This design comes from an exercise in tuning for small area, a short achievable clock period and few clock cycles per item on the open sky130 flow, not from production work. In this exercise RTL edits were held to simulation tests only and were not proved equivalent to the original.

Design aes_sbox_lanes, start of the top module:
module aes_sbox_lanes (
    input  logic        clock,
    input  logic        reset,
    input  logic        in_valid,
    output logic        in_ready,
    input  logic [31:0] in_share0,
    input  logic [31:0] in_share1,
    input  logic        rnd_valid,
    output logic        rnd_ready,
    input  logic [63:0] rnd_data,
    input  logic [63:0] prng_seed,
    output logic        out_valid,
    input  logic        out_ready,
    output logic [31:0] out_share0,
    output logic [31:0] out_share1,
    output logic [3:0]  credits_used
);
Settings: LEC_CHECK=0, ABC_CLOCK_PERIOD_IN_PS=4000, CAP_MARGIN=20, CORE_MARGIN=2, CORE_UTILIZATION=50, CTS_BUF_LIST=sky130_fd_sc_hd__clkbuf_8, CTS_CLUSTER_DIAMETER=70, CTS_CLUSTER_SIZE=16, SETUP_SLACK_MARGIN=4.9, SLEW_MARGIN=20, TNS_END_PERCENT=100; clock period 9.0 ns.
standard.sh (not shown) runs the stock make flow with config.mk's settings and CLKGATE_MAP_FILE= SYNTH_SCRIPT=/design/flow/synth_recipe.tcl, a recipe that flattens the netlist after the stock synthesis.
==> flow/flow/run.sh <==
#!/bin/bash
# Own layout flow: the standard flow with two changes.
# 1. Synthesis maps the logic with flow/abc.script (ABC's &dch/&nf mapping, which suits the
#    XOR-heavy GF(2^8) arithmetic far better than abc_speed.script). The standard synthesis is
#    also run, into orfs_ref/, and the registers of the two netlists are compared; if they differ
#    the standard synthesis is used.
# 2. Every port still gets a buffer, but a plain sky130_fd_sc_hd__buf_1 (BUFFER_PORTS_ARGS)
#    rather than the delay buffer buffer_ports picks by default; the resizer sizes them up as needed.
set -uo pipefail
W=$PWD
sed -e "s#SYNTH_SCRIPT=[^ ]*#SYNTH_SCRIPT=$W/flow/synth.tcl#" standard.sh > my_synth.sh
sed -e "s#WORK_HOME=[^ ]*#WORK_HOME=$W/orfs_ref#" -e '/^if /,$d' standard.sh > ref_synth.sh
MY_ABC_SCRIPT=$W/flow/abc.script bash my_synth.sh synth > synth.log 2>&1 &
bash ref_synth.sh synth > ref_synth.log 2>&1
wait
RES=orfs/results/$FLOW_PLATFORM/aes_sbox_lanes/base
REF=orfs_ref/results/$FLOW_PLATFORM/aes_sbox_lanes/base
if ! python3 flow/regs.py $RES/1_2_yosys.v $REF/1_2_yosys.v > regs.log 2>&1; then
  echo "own synthesis differs from the standard one; using the standard flow" >> regs.log
  rm -rf orfs
fi
BUFFER_PORTS_ARGS="-buffer_cell sky130_fd_sc_hd__buf_1" bash standard.sh > layout.log 2>&1
Other scripts of this flow, unchanged in this note and not shown: flow/flow/abc.script, flow/flow/regs.py, flow/flow/synth.tcl
The starting point finished clean.
Testbench counts at the start, summed over its fixed seeds: cycles 16,032, items 16,000.
Then changed:
--- a/flow/config.mk
+++ b/flow/config.mk
@@ -9,8 +9,9 @@
 export CAP_MARGIN = 20
 export CORE_MARGIN = 2
-export CORE_UTILIZATION = 50
+export CORE_UTILIZATION = 65
 export CTS_BUF_LIST = sky130_fd_sc_hd__clkbuf_8
-export CTS_CLUSTER_DIAMETER = 70
-export CTS_CLUSTER_SIZE = 16
+export CTS_CLUSTER_DIAMETER = 60
+export CTS_CLUSTER_SIZE = 14
+export PLACE_DENSITY = 0.72
 export SETUP_SLACK_MARGIN = 4.9
 export SLEW_MARGIN = 20
- flip-flop and latch count stays the same
- worst setup slack degrades by 27 ps
- count of clock-buffer cells in the layout increases by 9
- routed wire length came out lower by 2.2%
- worst hold slack is better by 5.9 ps
- area after synthesis is unchanged
Then changed:
--- a/flow/config.mk
+++ b/flow/config.mk
@@ -9,9 +9,8 @@
 export CAP_MARGIN = 20
 export CORE_MARGIN = 2
-export CORE_UTILIZATION = 65
+export CORE_UTILIZATION = 50
 export CTS_BUF_LIST = sky130_fd_sc_hd__clkbuf_8
 export CTS_CLUSTER_DIAMETER = 60
 export CTS_CLUSTER_SIZE = 14
-export PLACE_DENSITY = 0.72
 export SETUP_SLACK_MARGIN = 4.9
 export SLEW_MARGIN = 20
=> The changed run produced a clean layout. Worst hold slack improves by 3.3 ps. Setup slack is better by 44 ps. Cell count goes up by 5.0%. Clock-buffer cell count increases by 12. Wire length rose by 1.9%. Die area is higher by 30%. Cell area came out higher by 0.90%.

---

Setup of main:
aes_sbox_lanes again, from the RTL that the note above started with.
export LEC_CHECK = 0
export ABC_CLOCK_PERIOD_IN_PS = 4000
export CAP_MARGIN = 20
export CORE_MARGIN = 2
export CORE_UTILIZATION = 50
export CTS_BUF_LIST = sky130_fd_sc_hd__clkbuf_8
export CTS_CLUSTER_DIAMETER = 80
export CTS_CLUSTER_SIZE = 20
export SETUP_SLACK_MARGIN = 4.9
export SLEW_MARGIN = 20
export TNS_END_PERCENT = 100
create_clock -name core_clock -period 9.0 [get_ports {clock}]
==> flow/flow/abc.script <==
&get -n
&st
&dch
&nf
&put
buffer -c
topo
stime -c
upsize -c
dnsize -c
==> flow/flow/regs.py <==
# regs.py A.v B.v: compares the flip-flops (instance name and cell type) of two netlists.
import re, sys
def regs(path):
    out = {}
    for cell, name in re.findall(r'^\s*(sky130_fd_sc_hd__\w*df\w*)\s+(\S+)\s*\(', open(path).read(), re.M):
        out[name] = re.sub(r'_\d+$', '', cell)
    return out
a, b = regs(sys.argv[1]), regs(sys.argv[2])
print(f"{len(a)} and {len(b)} flip-flops")
if a != b:
    print("registers differ:", sorted(set(a.items()) ^ set(b.items()))[:20])
    sys.exit(1)
print("registers match")
==> flow/flow/synth.tcl <==
# synth_recipe.tcl (the standard synthesis) with one change: Yosys's abc pass runs the ABC script
# named by MY_ABC_SCRIPT instead of ORFS's abc_speed.script. Registers are mapped before abc
# runs, so their names and cells are those of the standard synthesis.
proc synth {args} { yosys synth -nofsm -noshare {*}$args }
proc abc {args} {
  set i [lsearch -exact $args -script]
  if {$i >= 0} { lset args [expr {$i + 1}] $::env(MY_ABC_SCRIPT) }
  yosys abc {*}$args
}
source $::env(SCRIPTS_DIR)/synth.tcl
# left out here: clear keep_hierarchy, flatten, clean up, hide names made inside functions, write 1_2_yosys.v
Scripts as last shown in full above: flow/flow/run.sh
main completed end to end with timing, DRC and antenna clean.
Testbench counts of main, summed over its fixed seeds: cycles 16,032, items 16,000.
Changes in the feature branch relative to main:
Settings: a deleted CTS_CLUSTER_DIAMETER that had been 80; a deleted CTS_BUF_LIST that had been sky130_fd_sc_hd__clkbuf_8; a deleted CTS_CLUSTER_SIZE that had been 20.
==> flow/flow/abc.script <==
&get -n
&st
&dch
&nf
&put
- The feature branch vs main — final wirelength rose about 1.6%.
- The feature branch improves on main in die area.

## what the ideal ports hide
How much do the figures lean on ideal ports? The routed layouts below were timed once more, with nothing changed but the port constraints. Step 1 sets driving cells, clkbuf_16 on the clock port and buf_2 on the other inputs (assumed; they add their load-dependent delay and slew). Step 2 times the ports against the registers' clock, not the clock port: input delays grow and output delays shrink by t, the midpoint of the rising clock arrivals with the driver on. Slacks: ideal / step 1 / step 2; pairs: ideal / step 1.
run | t, ns | setup slack, ns | hold slack, ns | latest minus earliest clock arrival (ns) | pins driven straight from the clock port
the first run of note 1 | 0.822 | 4.895 / 4.873 / 4.284 | 0.384 / 0.384 / 0.384 | 0.062 / 0.062 | 1
the second run of note 1 | 0.785 | 4.868 / 4.868 / 4.272 | 0.390 / 0.390 / 0.390 | 0.066 / 0.066 | 1
the third run of note 1 | 0.846 | 4.911 / 4.869 / 4.315 | 0.393 / 0.393 / 0.393 | 0.048 / 0.048 | 1
main | 0.843 | 4.912 / 4.878 / 4.266 | 0.365 / 0.365 / 0.365 | 0.090 / 0.091 | 1
the feature branch | 0.722 | 4.891 / 4.850 / 4.364 | 0.377 / 0.377 / 0.377 | 0.039 / 0.039 | 1
After both steps setup and hold are still met in every run listed. The setup slack of main, which loses most, moves by -0.034 ns with the drivers and by -0.646 ns with both steps.
